What follows belongs to an exercise in optimizing a design on an open flow for small area, a short achievable clock period and few clock cycles per item; a production flow would make more cautious choices.
Power and IR drop assume default switching activity.

Setup of the reference run:
==> module box_filter_top, before the edit <==
module box_filter_top
(
  input  logic         clk_i,
  input  logic         rst_i,
  input  box_pkg::stream_word_t video_i,
  output logic         video_ready_o,
  output box_pkg::sum_word_t    sum_o,
  input  logic         sum_ready_i
);
localparam int PW = box_pkg::PX_W;
localparam int SW = box_pkg::SUM_W;
localparam int ML = box_pkg::MAX_LINE_LEN;
localparam int LB = 4;                                   
localparam int PH = PW - LB;                             
localparam int VH = PW + 2 - LB;                         
localparam int WH = PW + 3 - LB;                         
localparam int ZL = LB + 1;                              
localparam int ZH = SW - ZL;                             
logic                   rdy;                             
logic                   stall_o;                         
logic                   go;                              
logic                   a_go;                            
logic                   k_nx;                            
logic                   x_v;
logic [PW - 1 : 0]      x_px;
logic                   x_last;
logic                   x_user;
logic [ML - 1 : 0]      n_oh;                            
logic [1 : 0]           n_row;                           
logic [1 : 0]           row;
logic [ML - 1 : 0]      col;                             
logic [ML - 1 : 0]      col_nx;                          
logic [ML - 1 : 0][PW - 1 : 0] mem_hi;
logic [ML - 1 : 0][PW - 1 : 0] mem_lo;
logic [PW - 1 : 0]      rd_hi;
logic [PW - 1 : 0]      rd_lo;
logic [PW - 1 : 0]      pf_hi;                           
logic [PW - 1 : 0]      pf_lo;
logic [LB + 1 : 0]      v_lo;                            
logic [LB : 0]          w_lo;                            
logic                   a_v;
logic [LB - 1 : 0]      va_l;                            
logic [LB - 1 : 0]      vb_l;                            
logic [LB - 1 : 0]      w_l;                             
logic [1 : 0]           a_cv;                            
logic                   a_cw;                            
logic [VH - 1 : 0]      v_hi;                            
logic [VH - 1 : 0]      a_vh;
logic                   a_last;
logic                   a_win;                           
logic                   a_first;                         
logic [VH - 1 : 0]      va_hn;                           
logic [WH - 1 : 0]      w_hn;                            
logic [ZL : 0]          z_lo;                            
logic                   b_v;
logic [VH - 1 : 0]      va_h;
logic [VH - 1 : 0]      vb_h;
logic [WH - 1 : 0]      w_h;
logic [ZL - 1 : 0]      b_zl;
logic                   b_cz;
logic                   b_last;
logic                   b_user;
logic [SW - 1 : 0]      b_sum;                           
logic                   o_v;
logic [SW - 1 : 0]      o_sum;
logic                   o_last;
logic                   o_user;
logic                   k_v;
logic [SW - 1 : 0]      k_sum;
logic                   k_last;
logic                   k_user;
logic                   o_free;
assign rdy           = !k_v;
assign video_ready_o = !stall_o;
always_ff @( posedge clk_i, posedge rst_i )
  if( rst_i )
    x_v <= 1'b0;
  else
    if( rdy )
      x_v <= video_i.tvalid;
always_ff @( posedge clk_i )
  if( rdy )
    begin
      x_px   <= video_i.tdata;
      x_last <= video_i.tlast;
      x_user <= video_i.tuser;
    end
assign row    = x_user ? 2'd0 : n_row;
assign col    = x_user ? ML'( 1 ) : n_oh;
assign col_nx = x_last ? ML'( 1 ) : { col[ML - 2 : 0], 1'b0 };
always_ff @( posedge clk_i )
  if( go )
    begin
      n_oh  <= col_nx;
      if( x_last )
        n_row <= ( row == 2'd3 ) ? 2'd3 : row + 1'b1;
      else
        n_row <= row;
    end
always_comb
  begin
    rd_hi = '0;
    rd_lo = '0;
    for( int i = 1; i < ML; i++ )
      begin
        rd_hi = rd_hi | ( mem_hi[i] & {PW{n_oh[i - 1]}} );
        rd_lo = rd_lo | ( mem_lo[i] & {PW{n_oh[i - 1]}} );
      end
    if( x_last )
      begin
        rd_hi = mem_hi[0];
        rd_lo = mem_lo[0];
      end
  end
always_ff @( posedge clk_i )
  if( go )
    begin
      pf_hi <= rd_hi;
      pf_lo <= rd_lo;
    end
for( genvar i = 0; i < ML; i++ )
  begin : g_mem
    always_ff @( posedge clk_i )
      if( go && col[i] )
        begin
          mem_hi[i] <= x_px;
          mem_lo[i] <= mem_hi[i];
        end
  end
assign v_lo = ( LB + 2 )'( x_px[LB - 1 : 0] ) + ( LB + 2 )'( pf_hi[LB - 1 : 0] ) +
              ( LB + 2 )'( pf_lo[LB - 1 : 0] );
assign w_lo = ( LB + 1 )'( va_l ) + ( LB + 1 )'( vb_l );
assign v_hi = VH'( x_px[PW - 1 : LB] ) + VH'( pf_hi[PW - 1 : LB] ) + VH'( pf_lo[PW - 1 : LB] );
always_ff @( posedge clk_i, posedge rst_i )
  if( rst_i )
    a_v <= 1'b0;
  else
    if( rdy )
      a_v <= x_v;
always_ff @( posedge clk_i )
  if( go )
    begin
      va_l <= v_lo[LB - 1 : 0];
      a_cv <= v_lo[LB + 1 : LB];
      vb_l <= va_l;
      w_l  <= w_lo[LB - 1 : 0];
      a_cw <= w_lo[LB];
      a_vh <= v_hi;
    end
always_ff @( posedge clk_i )
  if( rdy )
    begin
      a_last  <= x_last;
      a_win   <= row[1] && !( col[0] || col[1] );
      a_first <= ( row == 2'd2 ) && col[2];
    end
assign va_hn = a_vh + VH'( a_cv );
assign w_hn  = WH'( va_h ) + WH'( vb_h ) + WH'( a_cw );
assign z_lo  = ( ZL + 1 )'( { va_hn[0], va_l } ) + ( ZL + 1 )'( { w_hn[0], w_l } );
always_ff @( posedge clk_i, posedge rst_i )
  if( rst_i )
    b_v <= 1'b0;
  else
    if( rdy )
      b_v <= a_v && a_win;
always_ff @( posedge clk_i )
  if( a_go )
    begin
      va_h <= va_hn;
      vb_h <= va_h;
      w_h  <= w_hn;
      b_zl <= z_lo[ZL - 1 : 0];
      b_cz <= z_lo[ZL];
    end
always_ff @( posedge clk_i )
  if( rdy )
    begin
      b_last <= a_last;
      b_user <= a_first;
    end
assign b_sum = { ZH'( va_h[VH - 1 : 1] ) + ZH'( w_h[WH - 1 : 1] ) + ZH'( b_cz ), b_zl };
assign o_free = !o_v || sum_ready_i;
assign k_nx   = !o_free && ( k_v || b_v );
always_ff @( posedge clk_i, posedge rst_i )
  if( rst_i )
    begin
      o_v     <= 1'b0;
      k_v     <= 1'b0;
      stall_o <= 1'b0;
      go      <= 1'b0;
      a_go    <= 1'b0;
    end
  else
    begin
      if( o_free )
        o_v <= k_v || b_v;
      k_v     <= k_nx;
      go      <= !k_nx && ( rdy ? video_i.tvalid : x_v );
      a_go    <= !k_nx && ( rdy ? x_v : a_v );
      stall_o <= !sum_ready_i && ( k_v || ( o_v && b_v ) );
    end
always_ff @( posedge clk_i )
  begin
    if( o_free )
      begin
        o_sum  <= k_v ? k_sum  : b_sum;
        o_last <= k_v ? k_last : b_last;
        o_user <= k_v ? k_user : b_user;
      end
    if( rdy )
      begin
        k_sum  <= b_sum;
        k_last <= b_last;
        k_user <= b_user;
      end
  end
assign sum_o = { o_sum, o_v, o_last, o_user };
endmodule
make LEC_CHECK=0 CAP_MARGIN=20 CORE_MARGIN=2 CORE_UTILIZATION=40 CTS_BUF_LIST=sky130_fd_sc_hd__clkbuf_16 CTS_CLUSTER_DIAMETER=80 CTS_CLUSTER_SIZE=28 SETUP_SLACK_MARGIN=2.0 SLEW_MARGIN=20 finish   # period 4.0 ns
run.sh (not shown) runs the stock make flow with config.mk's settings and CLKGATE_MAP_FILE= SYNTH_SCRIPT=/design/flow/synth_recipe.tcl, a recipe that flattens the netlist after the stock synthesis.
Input-level comparison between the trial run and the reference run:
--- a/flow/design.v
+++ b/flow/design.v
@@ -40,19 +40,18 @@
 localparam int SW = box_pkg::SUM_W;
 localparam int ML = box_pkg::MAX_LINE_LEN;
 localparam int LB = 4;                                   
 localparam int PH = PW - LB;                             
 localparam int VH = PW + 2 - LB;                         
 localparam int WH = PW + 3 - LB;                         
-localparam int ZL = LB + 1;                              
+localparam int ZL = LB + 2;                              
 localparam int ZH = SW - ZL;                             
 logic                   rdy;                             
 logic                   stall_o;                         
 logic                   go;                              
 logic                   a_go;                            
-logic                   k_nx;                            
 logic                   x_v;
 logic [PW - 1 : 0]      x_px;
 logic                   x_last;
 logic                   x_user;
 logic [ML - 1 : 0]      n_oh;                            
 logic [1 : 0]           n_row;                           
@@ -98,12 +97,14 @@
 logic [SW - 1 : 0]      k_sum;
 logic                   k_last;
 logic                   k_user;
 logic                   o_free;
 assign rdy           = !k_v;
 assign video_ready_o = !stall_o;
+assign go            = rdy && x_v;
+assign a_go          = rdy && a_v;
 always_ff @( posedge clk_i, posedge rst_i )
   if( rst_i )
     x_v <= 1'b0;
   else
     if( rdy )
       x_v <= video_i.tvalid;
@@ -182,13 +183,13 @@
       a_last  <= x_last;
       a_win   <= row[1] && !( col[0] || col[1] );
       a_first <= ( row == 2'd2 ) && col[2];
     end
 assign va_hn = a_vh + VH'( a_cv );
 assign w_hn  = WH'( va_h ) + WH'( vb_h ) + WH'( a_cw );
-assign z_lo  = ( ZL + 1 )'( { va_hn[0], va_l } ) + ( ZL + 1 )'( { w_hn[0], w_l } );
+assign z_lo  = ( ZL + 1 )'( { va_hn[1 : 0], va_l } ) + ( ZL + 1 )'( { w_hn[1 : 0], w_l } );
 always_ff @( posedge clk_i, posedge rst_i )
   if( rst_i )
     b_v <= 1'b0;
   else
     if( rdy )
       b_v <= a_v && a_win;
@@ -204,31 +205,26 @@
 always_ff @( posedge clk_i )
   if( rdy )
     begin
       b_last <= a_last;
       b_user <= a_first;
     end
-assign b_sum = { ZH'( va_h[VH - 1 : 1] ) + ZH'( w_h[WH - 1 : 1] ) + ZH'( b_cz ), b_zl };
+assign b_sum = { ZH'( va_h[VH - 1 : 2] ) + ZH'( w_h[WH - 1 : 2] ) + ZH'( b_cz ), b_zl };
 assign o_free = !o_v || sum_ready_i;
-assign k_nx   = !o_free && ( k_v || b_v );
 always_ff @( posedge clk_i, posedge rst_i )
   if( rst_i )
     begin
       o_v     <= 1'b0;
       k_v     <= 1'b0;
       stall_o <= 1'b0;
-      go      <= 1'b0;
-      a_go    <= 1'b0;
     end
   else
     begin
       if( o_free )
         o_v <= k_v || b_v;
-      k_v     <= k_nx;
-      go      <= !k_nx && ( rdy ? video_i.tvalid : x_v );
-      a_go    <= !k_nx && ( rdy ? x_v : a_v );
+      k_v     <= !o_free && ( k_v || b_v );
       stall_o <= !sum_ready_i && ( k_v || ( o_v && b_v ) );
     end
 always_ff @( posedge clk_i )
   begin
     if( o_free )
       begin
- Relative to the reference run, count of buffering cells on the critical path with inverters included has increased by 2 in the trial run.
- Of the trial run and the reference run, the trial run shows the higher power dissipated in combinational cells, with the reference run below it.
- Wire: the trial run routes more than the reference run
- The trial run packs its core more tightly than the reference run.
- The trial run ended up with a higher placed wire-length estimate than the reference run did.
- Worst setup path startpoint: a_cw -> the trial run, x_user -> the reference run
- Compared to the reference run, the trial run has portion of the clock cycle consumed by the worst path in the final layout 1.0 points lower.
- On the trial run: final instance area is about 1.2% higher than what the reference run gave.
- Area fraction in and, or, nand and nor cells after synthesis, the trial run and the reference run: higher on the reference run
No functional check of the RTL was part of any run of this note.

## re-timing with driven ports
No port has a modelled driver above. Below, the same layouts with a new extraction and two added sets of constraints.
Step 1: set_driving_cell puts a clkbuf_16 on clk_i and a buf_2 on each other input, an assumption about the parent block.
Step 2 also shifts input and output timing later by t, the mid clock arrival at the registers, as if the neighbouring blocks saw the same clock.
a / b / c = ideal / step 1 / step 2; a / b = the first two.
| run | t, ns | slack for setup (ns) | latest minus earliest clock arrival (ns) | cell pins on the clock port's net |
|---|---|---|---|---|
| the reference run | 0.585 | 1.971 / 1.971 / 1.624 | 0.029 / 0.029 | 1 |
| the trial run | 0.568 | 2.013 / 2.013 / 1.742 | 0.026 / 0.026 | 1 |
After both steps setup and hold are still met in every run listed. The setup slack of the reference run, which loses most, moves by 0.000 ns with the drivers and by -0.347 ns with both steps.
